From an optimization exercise on the open Yosys and OpenROAD flow, aimed at small area, a short achievable clock period and few clock cycles; shortcuts taken in it are not production practice. Function was checked by simulation only, so behaviour that the tests miss may differ from the original. Power is estimated from default activity; no workload was simulated.

[config.mk]
export PLATFORM = sky130hd
export DESIGN_NAME = cache_bank
export DESIGN_NICKNAME = cache_bank
export VERILOG_FILES = /design/flow/design.v
export SDC_FILE = /design/flow/constraint.sdc
export NUM_CORES = 4
export LEC_CHECK = 0
export CAP_MARGIN = 20
export CORE_MARGIN = 2
export CORE_UTILIZATION = 55
export CTS_CLUSTER_DIAMETER = 100
export CTS_CLUSTER_SIZE = 25
export SETUP_SLACK_MARGIN = 5
export SLEW_MARGIN = 20
[constraint.sdc]
create_clock -name core_clock -period 9.0 [get_ports {i_clk}]
set_input_delay 1.8000 -clock core_clock [delete_from_list [all_inputs] [get_ports {i_clk}]]
set_output_delay 1.8000 -clock core_clock [all_outputs]
set_load 0.01 [all_outputs]
[design.v]
`timescale 1ns/1ps
package cache_bank_pkg;
    localparam int ADDR_WIDTH  = 32;
    localparam int OFFSET_BITS = 4;
    localparam int SET_BITS    = 4;
    localparam int TAG_BITS    = ADDR_WIDTH - SET_BITS - OFFSET_BITS;
    localparam int DATA_WIDTH  = 16;
    localparam logic [1:0] REQ_FETCH = 2'd0;
    localparam logic [1:0] REQ_READ  = 2'd1;
    localparam logic [1:0] REQ_WRITE = 2'd2;
endpackage
`timescale 1ns/1ps
module cache_bank
#(
    parameter int WAYS      = 4,
    parameter int RRPV_BITS = 2
) (
    input  logic                  i_clk,
    input  logic                  i_nreset,
    input  logic [1:0]            i_request_type,
    input  logic [cache_bank_pkg::ADDR_WIDTH-1:0] i_addr,
    input  logic                  i_type_valid,
    output logic                  o_type_ready,
    input  logic [cache_bank_pkg::DATA_WIDTH-1:0] i_data,
    output logic [cache_bank_pkg::DATA_WIDTH-1:0] o_pe_data_o,
    output logic                  o_pe_data_o_valid,
    input  logic                  i_pe_data_o_ready,
    output logic [cache_bank_pkg::ADDR_WIDTH-1:0] o_dram_addr,
    input  logic [cache_bank_pkg::DATA_WIDTH-1:0] i_dram_data,
    input  logic                  i_dram_data_i_valid,
    output logic                  o_dram_data_i_ready,
    output logic [cache_bank_pkg::DATA_WIDTH-1:0] o_dram_data_o,
    output logic                  o_dram_data_o_valid,
    input  logic                  i_dram_data_o_ready
);
    localparam int AW   = cache_bank_pkg::ADDR_WIDTH;
    localparam int DW   = cache_bank_pkg::DATA_WIDTH;
    localparam int TB   = cache_bank_pkg::TAG_BITS;
    localparam int SB   = cache_bank_pkg::SET_BITS;
    localparam int OB   = cache_bank_pkg::OFFSET_BITS;
    localparam int SETS = 1 << SB;
    localparam int RB   = RRPV_BITS;
    localparam logic [RB-1:0] RRPV_MAX    = '1;
    localparam logic [RB-1:0] RRPV_INSERT = RRPV_MAX - 1'b1;
    localparam int FQ   = 4;     
    localparam int FQB  = 2;
    function automatic logic [3:0] first4(input logic [3:0] v);
        first4[0] = v[0];
        first4[1] = v[1] & ~v[0];
        first4[2] = v[2] & ~v[1] & ~v[0];
        first4[3] = v[3] & ~v[2] & ~v[1] & ~v[0];
    endfunction
    logic [SETS-1:0][WAYS-1:0][TB-1:0] tag_mem;
    logic [SETS-1:0][WAYS-1:0][DW-1:0] data_mem;
    logic [SETS-1:0][WAYS-1:0]         valid_q;
    logic [SETS-1:0][WAYS-1:0]         dirty_q;
    logic [SETS-1:0][WAYS-1:0][RB-1:0] rrpv_q;
    logic          m_v;
    logic [1:0]    m_t;
    logic [AW-1:0] m_a;
    logic [DW-1:0] m_d;
    logic [SETS-1:0] m_oh;
    logic          accept;
    logic          u_v;
    logic [1:0]    u_t;
    logic [AW-1:0] u_a;
    logic [DW-1:0] u_d;
    logic [WAYS-1:0]         u_hit;
    logic [WAYS-1:0]         u_vic;
    logic [DW-1:0]           u_hdat;
    logic [TB-1:0]           u_vtag;
    logic [DW-1:0]           u_vdat;
    logic                    u_vdty;
    logic [WAYS-1:0]         u_val;
    logic [WAYS-1:0]         u_dty;
    logic [WAYS-1:0][RB-1:0] u_rr;
    logic          u_take;
    logic          u_adv;
    logic          u_stall;
    logic rdy_q, rdy_n;
    logic m_v_n;
    assign o_type_ready = rdy_q;
    assign accept       = i_type_valid && rdy_q;
    assign u_take       = !u_v || u_adv;
    assign m_v_n        = accept || (m_v && !u_take);
    always_ff @(posedge i_clk) begin
        if (!i_nreset) begin
            m_v   <= 1'b0;
            rdy_q <= 1'b1;
        end else begin
            m_v   <= m_v_n;
            rdy_q <= rdy_n;
        end
    end
    always_ff @(posedge i_clk) begin
        if (accept) begin
            m_t <= i_request_type;
            m_a <= i_addr;
            m_d <= i_data;
            for (int k = 0; k < SETS; k++)
                m_oh[k] <= i_addr[OB +: SB] == k;
        end
    end
    logic            land_act;
    logic [SB-1:0]   land_set;
    logic [WAYS-1:0] land_way;
    logic [DW-1:0]   land_data;
    logic [FQ-1:0][AW-1:0]   fq_addr;
    logic [FQ-1:0][WAYS-1:0] fq_way;
    logic [FQ-1:0]           fq_wen;
    logic [FQ-1:0]           fq_vld;
    logic [FQB-1:0]          fq_h, fq_t;
    logic [FQB:0]            fq_cnt;
    logic                    fq_full;
    logic                    wq_v;
    logic [TB-1:0]           wq_tag;
    logic [SB-1:0]           wq_set;
    logic                    wq_full;
    logic            rq_ov;       
    logic            rq_sv;       
    logic [DW-1:0]   rq_spare;
    logic [SB-1:0]   u_set;
    logic [TB-1:0]   u_rtag;
    logic            is_fetch, is_read, is_write;
    logic            hit;
    logic [WAYS-1:0] pend;
    logic            f_push;
    logic [SB-1:0]   m_set;
    logic            fmiss, wr_go, rd_go;
    logic [WAYS-1:0] tag_we, data_we;
    logic [WAYS-1:0][RB-1:0] new_rr;
    logic [WAYS-1:0] new_val, new_dty;
    assign u_set    = u_a[OB +: SB];
    assign u_rtag   = u_a[AW-1 -: TB];
    assign is_fetch = u_t == cache_bank_pkg::REQ_FETCH;
    assign is_read  = u_t == cache_bank_pkg::REQ_READ;
    assign is_write = u_t == cache_bank_pkg::REQ_WRITE;
    assign hit      = |u_hit;
    logic [WAYS-1:0] pw_m, pw_u;
    logic [WAYS-1:0] u_pw;
    logic [FQ-1:0]   cancel;
    always_comb begin
        pw_m = (f_push && u_set == m_set) ? u_vic : '0;
        pw_u = f_push ? u_vic : '0;
        for (int e = 0; e < FQ; e++) begin
            if (fq_vld[e] && fq_wen[e] && !cancel[e]) begin
                if (fq_addr[e][OB +: SB] == m_set)
                    pw_m = pw_m | fq_way[e];
                if (fq_addr[e][OB +: SB] == u_set)
                    pw_u = pw_u | fq_way[e];
            end
        end
    end
    always_ff @(posedge i_clk)
        u_pw <= u_take ? pw_m : pw_u;
    assign pend = u_pw;
    logic rd_wait, wr_wait, f_wait;
    assign rd_wait = (|(u_hit & pend)) || rq_sv;
    assign wr_wait = land_act && |(land_way & u_hit);
    assign f_wait  = fq_full || (u_vdty && wq_full);
    always_comb begin
        u_stall = 1'b0;
        if (is_read)
            u_stall = rd_wait;
        else if (is_write)
            u_stall = wr_wait;
        else if (is_fetch)
            u_stall = !hit && f_wait;
    end
    assign u_adv   = u_v && !u_stall;
    assign fmiss   = u_v && is_fetch && !hit && !f_wait;
    assign wr_go   = u_v && is_write && hit && !wr_wait;
    assign rd_go   = u_v && is_read && !rd_wait;
    assign tag_we  = fmiss ? u_vic : '0;
    assign data_we = wr_go ? u_hit : '0;
    logic            f_fmiss, f_fhit;
    logic [WAYS-1:0] f_tag_we, f_data_we;
    assign f_fmiss   = u_v && is_fetch && !hit;
    assign f_fhit    = u_v && is_fetch && hit;
    assign f_tag_we  = f_fmiss ? u_vic : '0;
    assign f_data_we = (u_v && is_write && hit) ? u_hit : '0;
    logic [WAYS-1:0] wr_way;
    assign wr_way = (u_v && is_write) ? (u_hit & ~(land_act ? land_way : '0)) : '0;
    always_comb begin
        for (int w = 0; w < WAYS; w++) begin
            new_rr[w] = u_rr[w];
            if (f_fhit) begin
                if (u_hit[w])
                    new_rr[w] = '0;
            end else if (f_fmiss) begin
                if (u_vic[w])
                    new_rr[w] = RRPV_INSERT;
                else if (u_rr[w] != RRPV_MAX)
                    new_rr[w] = u_rr[w] + 1'b1;
            end
            new_val[w] = u_val[w] | f_tag_we[w];
            new_dty[w] = f_tag_we[w] ? 1'b0 : (f_data_we[w] ? 1'b1 : u_dty[w]);
        end
    end
    logic [WAYS-1:0][DW-1:0] wbus;
    always_comb
        for (int w = 0; w < WAYS; w++)
            wbus[w] = (land_act && land_way[w]) ? land_data : u_d;
    for (genvar gs = 0; gs < SETS; gs++) begin : g_set
        logic set_we;
        logic set_land;
        assign set_we   = u_v && u_set == gs
                          && ((is_fetch && (hit || !f_wait)) || (is_write && hit));
        assign set_land = land_act && land_set == gs;
        for (genvar gw = 0; gw < WAYS; gw++) begin : g_way
            always_ff @(posedge i_clk) begin
                if (set_we && f_tag_we[gw])
                    tag_mem[gs][gw] <= u_rtag;
                if ((set_land && land_way[gw]) || (u_set == gs && wr_way[gw]))
                    data_mem[gs][gw] <= wbus[gw];
            end
            always_ff @(posedge i_clk) begin
                if (!i_nreset) begin
                    valid_q[gs][gw] <= 1'b0;
                    dirty_q[gs][gw] <= 1'b0;
                    rrpv_q[gs][gw]  <= RRPV_MAX;
                end else if (set_we) begin
                    valid_q[gs][gw] <= new_val[gw];
                    dirty_q[gs][gw] <= new_dty[gw];
                    rrpv_q[gs][gw]  <= new_rr[gw];
                end
            end
        end
    end
    logic [TB-1:0] m_rtag;
    logic          same;
    logic          same_r;      
    logic [SB-1:0] m_nset;
    logic          tags_eq;
    logic [WAYS-1:0][TB-1:0] nl_tag;
    logic [WAYS-1:0][DW-1:0] nl_dat;
    logic [WAYS-1:0]         nl_val, nl_dty, nl_hit;
    logic [WAYS-1:0][RB-1:0] nl_rr;
    logic [WAYS-1:0]         nl_vic;
    logic [WAYS-1:0]         e3, e2, e1;
    logic [DW-1:0]           nl_hdat;
    logic [TB-1:0]           nl_vtag;
    logic [DW-1:0]           nl_vdat;
    logic                    nl_vdty;
    assign m_set   = m_a[OB +: SB];
    assign m_rtag  = m_a[AW-1 -: TB];
    assign same    = u_v && same_r;
    assign m_nset  = accept ? i_addr[OB +: SB] : m_set;
    always_ff @(posedge i_clk)
        same_r <= m_nset == (u_take ? m_set : u_set);
    assign tags_eq = m_rtag == u_rtag;
    logic [WAYS-1:0][TB-1:0] rd_tag;
    logic [WAYS-1:0][DW-1:0] rd_dat;
    logic [WAYS-1:0]         rd_val, rd_dty;
    logic [WAYS-1:0][RB-1:0] rd_rr;
    always_comb begin
        rd_tag = '0;
        rd_dat = '0;
        rd_val = '0;
        rd_dty = '0;
        rd_rr  = '0;
        for (int k = 0; k < SETS; k++) begin
            rd_tag = rd_tag | (tag_mem[k]  & {(WAYS*TB){m_oh[k]}});
            rd_dat = rd_dat | (data_mem[k] & {(WAYS*DW){m_oh[k]}});
            rd_val = rd_val | (valid_q[k]  & {WAYS{m_oh[k]}});
            rd_dty = rd_dty | (dirty_q[k]  & {WAYS{m_oh[k]}});
            rd_rr  = rd_rr  | (rrpv_q[k]   & {(WAYS*RB){m_oh[k]}});
        end
    end
    always_comb begin
        for (int w = 0; w < WAYS; w++) begin
            nl_val[w] = same ? new_val[w] : rd_val[w];
            nl_dty[w] = same ? new_dty[w] : rd_dty[w];
            nl_rr[w]  = same ? new_rr[w]  : rd_rr[w];
            if (same && f_tag_we[w]) begin
                nl_tag[w] = u_rtag;
                nl_hit[w] = tags_eq;
            end else begin
                nl_tag[w] = rd_tag[w];
                nl_hit[w] = rd_val[w] && rd_tag[w] == m_rtag;
            end
            if (land_act && land_set == m_set && land_way[w])
                nl_dat[w] = land_data;
            else if (same && f_data_we[w])
                nl_dat[w] = u_d;
            else
                nl_dat[w] = rd_dat[w];
            e3[w] = nl_rr[w] == 2'd3;
            e2[w] = nl_rr[w] == 2'd2;
            e1[w] = nl_rr[w] == 2'd1;
        end
        if (!(&nl_val))
            nl_vic = first4(~nl_val);
        else if (|e3)
            nl_vic = first4(e3);
        else if (|e2)
            nl_vic = first4(e2);
        else if (|e1)
            nl_vic = first4(e1);
        else
            nl_vic = 4'b0001;
        nl_hdat = '0;
        nl_vtag = '0;
        nl_vdat = '0;
        nl_vdty = 1'b0;
        for (int w = 0; w < WAYS; w++) begin
            if (nl_hit[w])
                nl_hdat = nl_hdat | nl_dat[w];
            if (nl_vic[w]) begin
                nl_vtag = nl_vtag | nl_tag[w];
                nl_vdat = nl_vdat | nl_dat[w];
                nl_vdty = nl_vdty | (nl_val[w] & nl_dty[w]);
            end
        end
    end
    always_ff @(posedge i_clk) begin
        if (!i_nreset)
            u_v <= 1'b0;
        else if (u_take)
            u_v <= m_v;
    end
    always_ff @(posedge i_clk) begin
        if (u_take) begin
            u_t    <= m_t;
            u_a    <= m_a;
            u_d    <= m_d;
            u_hit  <= nl_hit;
            u_vic  <= nl_vic;
            u_hdat <= nl_hdat;
            u_vtag <= nl_vtag;
            u_vdat <= nl_vdat;
            u_vdty <= nl_vdty;
            u_val  <= nl_val;
            u_dty  <= nl_dty;
            u_rr   <= nl_rr;
        end else if (land_act && land_set == u_set && |(land_way & u_hit)) begin
            u_hdat <= land_data;
        end
    end
    logic          rq_free;
    logic [DW-1:0] rd_word;
    assign rq_free = !rq_ov || i_pe_data_o_ready;
    assign rd_word = hit ? u_hdat : '0;
    always_ff @(posedge i_clk) begin
        if (!i_nreset) begin
            rq_ov <= 1'b0;
            rq_sv <= 1'b0;
        end else begin
            if (rq_free) begin
                rq_ov <= rq_sv || rd_go;
                rq_sv <= rq_sv && rd_go;
            end else if (rd_go) begin
                rq_sv <= 1'b1;
            end
        end
    end
    always_ff @(posedge i_clk) begin
        if (rq_free)
            o_pe_data_o <= rq_sv ? rq_spare : rd_word;
        if (rd_go && (rq_sv || !rq_free))
            rq_spare <= rd_word;
    end
    assign o_pe_data_o_valid = rq_ov;
    logic         st_wb, st_fill;
    logic         f_pop, w_push, w_pop;
    logic [FQB:0] fq_cnt_n, fq_left;
    logic         fq_left_nz;
    logic [FQB-1:0] fq_hn;
    logic         go_wb, go_fill, busy;
    assign f_push   = fmiss;
    assign w_push   = fmiss && u_vdty;
    assign f_pop    = st_fill && i_dram_data_i_valid;
    assign w_pop    = st_wb && i_dram_data_o_ready;
    assign fq_left  = fq_cnt - f_pop;
    assign fq_cnt_n = fq_left + f_push;
    assign fq_hn    = fq_h + f_pop;
    assign fq_full  = fq_cnt[FQB];
    assign wq_full  = wq_v;
    assign busy     = (st_fill && !f_pop) || (st_wb && !w_pop);
    assign go_wb    = !busy && ((wq_v && !w_pop) || w_push);
    assign fq_left_nz = fq_cnt > 1 || (fq_cnt == 1 && !f_pop);
    assign go_fill  = !busy && !go_wb && (fq_left_nz || f_push);
    logic [AW-1:0]   fh_addr, fn_addr;
    logic [WAYS-1:0] fh_way;
    logic            fh_wen, fh_cancel;
    always_comb begin
        fh_addr   = '0;
        fn_addr   = '0;
        fh_way    = '0;
        fh_wen    = 1'b0;
        fh_cancel = 1'b0;
        for (int e = 0; e < FQ; e++) begin
            if (fq_h == e) begin
                fh_addr   = fh_addr | fq_addr[e];
                fh_way    = fh_way | fq_way[e];
                fh_wen    = fh_wen | fq_wen[e];
                fh_cancel = fh_cancel | cancel[e];
            end
            if (fq_hn == e)
                fn_addr = fn_addr | fq_addr[e];
        end
    end
    always_comb
        for (int e = 0; e < FQ; e++)
            cancel[e] = fq_addr[e][OB +: SB] == u_set && |(fq_way[e] & (tag_we | data_we));
    always_ff @(posedge i_clk) begin
        if (!i_nreset) begin
            st_wb    <= 1'b0;
            st_fill  <= 1'b0;
            fq_cnt   <= '0;
            fq_h     <= '0;
            fq_t     <= '0;
            fq_vld   <= '0;
            wq_v     <= 1'b0;
            land_act <= 1'b0;
        end else begin
            fq_cnt <= fq_cnt_n;
            wq_v   <= w_push || (wq_v && !w_pop);
            fq_h   <= fq_hn;
            if (f_push)
                fq_t <= fq_t + 1'b1;
            for (int e = 0; e < FQ; e++) begin
                if (f_push && fq_t == e)
                    fq_vld[e] <= 1'b1;
                else if (f_pop && fq_h == e)
                    fq_vld[e] <= 1'b0;
            end
            land_act <= f_pop && fh_wen && !fh_cancel;
            if (!busy) begin
                st_wb   <= go_wb;
                st_fill <= go_fill;
            end
        end
    end
    always_ff @(posedge i_clk) begin
        for (int e = 0; e < FQ; e++) begin
            if (f_push && fq_t == e) begin
                fq_addr[e] <= u_a;
                fq_way[e]  <= u_vic;
                fq_wen[e]  <= 1'b1;
            end else if (cancel[e]) begin
                fq_wen[e]  <= 1'b0;
            end
        end
        if (w_push) begin
            wq_tag        <= u_vtag;
            wq_set        <= u_set;
            o_dram_data_o <= u_vdat;
        end
        if (f_pop) begin
            land_set  <= fh_addr[OB +: SB];
            land_way  <= fh_way;
            land_data <= i_dram_data;
        end
        if (go_fill)
            o_dram_addr <= fq_left_nz ? fn_addr : u_a;
        else if (go_wb)
            o_dram_addr <= w_push ? {u_vtag, u_set, {OB{1'b0}}}
                                  : {wq_tag, wq_set, {OB{1'b0}}};
    end
    logic            u_v_n, rq_sv_n, land_act_n, wq_v_n, u_vdty_n;
    logic [1:0]      u_t_n;
    logic [WAYS-1:0] u_hit_n, u_pw_n, land_way_n;
    logic            stall_n;
    always_comb begin
        u_v_n      = u_take ? m_v    : u_v;
        u_t_n      = u_take ? m_t    : u_t;
        u_hit_n    = u_take ? nl_hit : u_hit;
        u_pw_n     = u_take ? pw_m   : pw_u;
        u_vdty_n   = u_take ? nl_vdty : u_vdty;
        rq_sv_n    = rq_free ? (rq_sv && rd_go) : (rq_sv || rd_go);
        land_act_n = f_pop && fh_wen && !fh_cancel;
        land_way_n = f_pop ? fh_way : land_way;
        wq_v_n     = w_push || (wq_v && !w_pop);
        case (u_t_n)
            cache_bank_pkg::REQ_READ:  stall_n = (|(u_hit_n & u_pw_n)) || rq_sv_n;
            cache_bank_pkg::REQ_WRITE: stall_n = land_act_n && |(land_way_n & u_hit_n);
            cache_bank_pkg::REQ_FETCH: stall_n = !(|u_hit_n) && (fq_cnt_n[FQB] || (u_vdty_n && wq_v_n));
            default:                   stall_n = 1'b0;
        endcase
        rdy_n = !m_v_n || !u_v_n || !stall_n;
    end
    assign o_dram_data_i_ready = st_fill;
    assign o_dram_data_o_valid = st_wb;
endmodule
[flow/run.sh]
#!/bin/bash
set -euo pipefail
bash standard.sh SETUP_SLACK_MARGIN=5.6 finish > standard_make.log 2>&1
[standard.sh]
#!/bin/bash
# synth_recipe.tcl (not shown) runs the flow's synth.tcl, then flattens the netlist and writes it again
# the make line also repeats each setting of config.mk as NAME=value (left out here)
make -C /OpenROAD-flow-scripts/flow DESIGN_CONFIG=/design/flow/config.mk WORK_HOME=/design/flow/orfs CLKGATE_MAP_FILE= SYNTH_SCRIPT=/design/flow/synth_recipe.tcl "${@:-finish}"
==> summary.txt <==
==> cell type report <==
cell class	instances	area share
tap	3026	0.0259
multi-input combinational	4030	0.217
timing repair inverter	3	0.000197
antenna	16	0.000273
sequential	3318	0.660
clock inverter	21	0.00188
inverter	39	0.00151
timing repair buffer	833	0.0654
clock buffer	180	0.0271
==> synth_stat cells, types with 64 or more instances <==
library cell	instances	share of area
edfxtp_1	3022	0.71
o21ai_0	111	0.0044
clkbuf_1	380	0.011
mux2_2	87	0.0077
and4_1	65	0.0045
nand2_1	539	0.016
nor2_1	279	0.0082
o211ai_1	133	0.0078
o211a_1	64	0.0050
nand4_1	120	0.0059
xnor2_1	142	0.0098
dfxtp_1	296	0.046
a221oi_1	453	0.031
buf_2	76	0.0030
buf_1	142	0.0042
a22oi_1	543	0.032
a21oi_1	135	0.0053
o22ai_1	117	0.0057
a21boi_0	71	0.0042
a22o_1	506	0.035
nand3_1	151	0.0059
==> power by group <==
part	switching (mW)	internal, mW
combinational	1.99	0.975
clock	4.78	3.20
sequential	0.232	17.2
==> cell usage in the layout (no fill, tap or decap), types with 90 or more instances in the layout <==
master,n
edfxtp_1,3022
a22oi_1,540
nand2_1,514
a22o_1,499
buf_4,473
a221oi_1,342
dfxtp_1,283
nor2_1,166
clkbuf_16,163
nand3_1,142
o211ai_1,133
a21oi_1,126
nor2_4,125
xnor2_1,122
nand4_1,120
a221oi_2,106
o22ai_1,96
o21ai_0,90
==> cell families (layout without fill, tap and decap cells) <==
kind of cell    after synthesis  count (layout)  synth area share
simple gates               1361            1395            0.0508
mux                         165             165            0.0181
other cells                   0              16                 0
flops                      3318            3318             0.758
buf+inv                     641            1076            0.0199
fa+ha+maj                    10              10           0.00104
xor+xnor                    170             170            0.0117
compound gates             2286            2290             0.140
==> registers in the layout, indices dropped and copies added (netlist names), 32 cells and up <==
register	cells
tag_mem	1536
data_mem	1024
o_dram_addr	32
m_a	32
u_a	32
rrpv_q	128
fq_addr	128
valid_q	64
dirty_q	64
==> timing repair <==
item                       4_1_cts  5_1_grt
setup endpoints to repair     1899     1007
cloned                          78       20
buffers inserted               199       95
hold buffers                     0        0
gates resized for setup        688      252
pin swaps                      126       97
==> routing by layer <==
metal / track usage / part of all wire / vias to the layer above
met3: 0.100 / 0.12 / 1532
met4: 0.251 / 0.080 / 16
met1: 0.510 / 0.35 / 43606
met5: 0.00755 / 0.00043 / -
met2: 0.605 / 0.45 / 6364
li1: - / - / 33198
==> stage by stage <==
| step | area [um^2] | cells | hold slack [ps] | setup slack [ps] | total power [mW] |
|---|---|---|---|---|---|
| finish | 146000 | 11466 | 427 | 5120 | 28.3 |
| detailed placement | 134000 | 10855 | 405 | 3570 | 20.2 |
| CTS | 144000 | 11333 | 427 | 5270 | 28.2 |
| global route | 146000 | 11452 | 431 | 5120 | 28.9 |
| global placement | 134000 | 10843 | 403 | 3540 | 20.2 |
| floorplan | 128000 | 7951 | 400 | 5320 | 19.1 |
==> worst max path at each step <==
stage | depth (start not counted) | slack, ps | to
floorplan | 8 | 5320 | rdy_q
global placement | 13 | 3540 | u_vtag[12]
detailed placement | 13 | 3570 | u_vtag[11]
CTS | 14 | 5270 | rdy_q
global route | 16 | 5120 | rdy_q
finish | 10 | 5120 | rdy_q
==> results.yml <==
outcome:
  status: "finished clean"
timing:
  rsz0062_at_grt: "yes"
  min_period_ps: 3880
  setup_violations: 0
  max_slew.worst_pin.slew_ps: 1180
  finalCritPeriodShare: 0.431
  hold_viol: 0
  finalSetupTns_ps: 0
  slew_headroom: 0.209
  clock_skew_ps: 45.9
  drv_slew: 0
  fmax_ghz: 0.258
floorplanning:
  die_h_um: 485
  die_area_um2: 236000
  io_pins: 140
  rows: 176
  core-area_um2: 230000
  die_w_um: 485
  start_util: 0.554
worst_setup_path:
  path_cells: "xor2_1 > nor4_1 > nand3_2 > or2_2 > nor2_1 > a21oi_1 > o21ai_4 > a22oi_2 > a31oi_1 > a311oi_2"
  crit_buf_inv: 0
  critical_path.max_stage_delay_ps: 1130
  worstPathRequired_ps: 9740
  reg2reg_depth: 10
  slowest_stage: "edfxtp_1"
  cp-start-kind: "flop"
  regToRegSetupSlack_ps: 5120
  critPathTopFamily: "simple AND/OR/NAND/NOR gates"
  rr_startpoint: "m_a[27]"
  cp_data_arrival_time_ps: 4620
  critPathLaunch: "m_a[27]"
  cp_max_fo: 8
  r2r_end: "rdy_q"
  criticalPathCategory: "reg -> reg"
  endpoint_kind: "flop"
clock_network:
  cts_buffers: 152
  cts_buffer_depth: 3
  h-tree-depth: 4
  root_buffer: "clkbuf_16"
  cts_tree: "built"
  clk_latency_ps: 890
  clk_pin_slew_ps: 110
  cts_sinks: 3318
global_route:
  grt-ovfl-total: 0
  antenna_found_initial: 20
  grt_pass1_vias: 77944
  grt_use_total: 0.396
  grt_max_degree: 126
  grt_pass1_wl_um: 645000
route:
  drt_iter0_drc: 14322
  postRouteAntennaNets: 0
  avgViaCountPerCell: 7.39
  drc_errors: 0
  routedWlPerCell_um: 42.1
  firstDrtPassIters: 12
  dr_total_vias: 84716
  finalWirelength_um: 483000
logic_synthesis:
  synth.distinct_cells: 79
  ys_ff_latch: 3318
  synth-edff-count: 3022
  syn_inst: 7951
  async_reset_ff_frac: 0
  ys.flop_type: "edfxtp_1"
  syn-cell-area_um2: 128000
  ys_warn_count: 1
  synth_seq_area_share: 0.758
  syn_avg_cell_area_um2: 16.0
  synth_nets: 8033
finish:
  fillers: 16439
  drive_above_1_share: 0.185
  final_util: 0.636
  seqCellArea_um2: 96700
  multiInputGateArea_um2: 31800
  area_growth_pct: 14.8
  final_nets: 8459
placed_design:
  place.port_buffers: 139
  gp_congestion: 0.970
  dp_hpwl_um: 250000
power:
  power_leakage_nw: 47.7
  peakVddDrop_uv: 172
  power_density_nw_per_um2: 194
flow_run:
  max_cap_viol_count: 0
min_path:
  whs_endpoint: "u_d[15]"
  worstHoldPathType: "reg -> reg"
  hold_path_depth: 0
  min_from: "m_d[15]"
Testbench counts, summed over its fixed seeds: cycles 12,511.

[static timing again, ports no longer ideal]
No port has a modelled driver above. Below, the same layout with a new extraction and two added sets of constraints.
Step 1 (the two cells are an assumption about what drives the block):
set clk [get_ports {i_clk}]
set_driving_cell -lib_cell sky130_fd_sc_hd__clkbuf_16 $clk
set_driving_cell -lib_cell sky130_fd_sc_hd__buf_2 [delete_from_list [all_inputs] $clk]
Step 2 adds t to the input delays and takes it off the output delays; t is the mean of the earliest and latest rising clock arrival at the registers after step 1. Input paths then give back, and output paths get back, about the clock's delay inside the block.
a / b / c = no drivers / after step 1 / after step 2; a / b = the first two.
t, ns: 0.977
setup WS [ns]: 5.124 / 5.124 / 4.600
hold slack, ns: 0.427 / 0.427 / 0.427
After both steps setup and hold are still met in this run. The setup slack of this run moves by 0.000 ns with the drivers and by -0.524 ns with both steps.
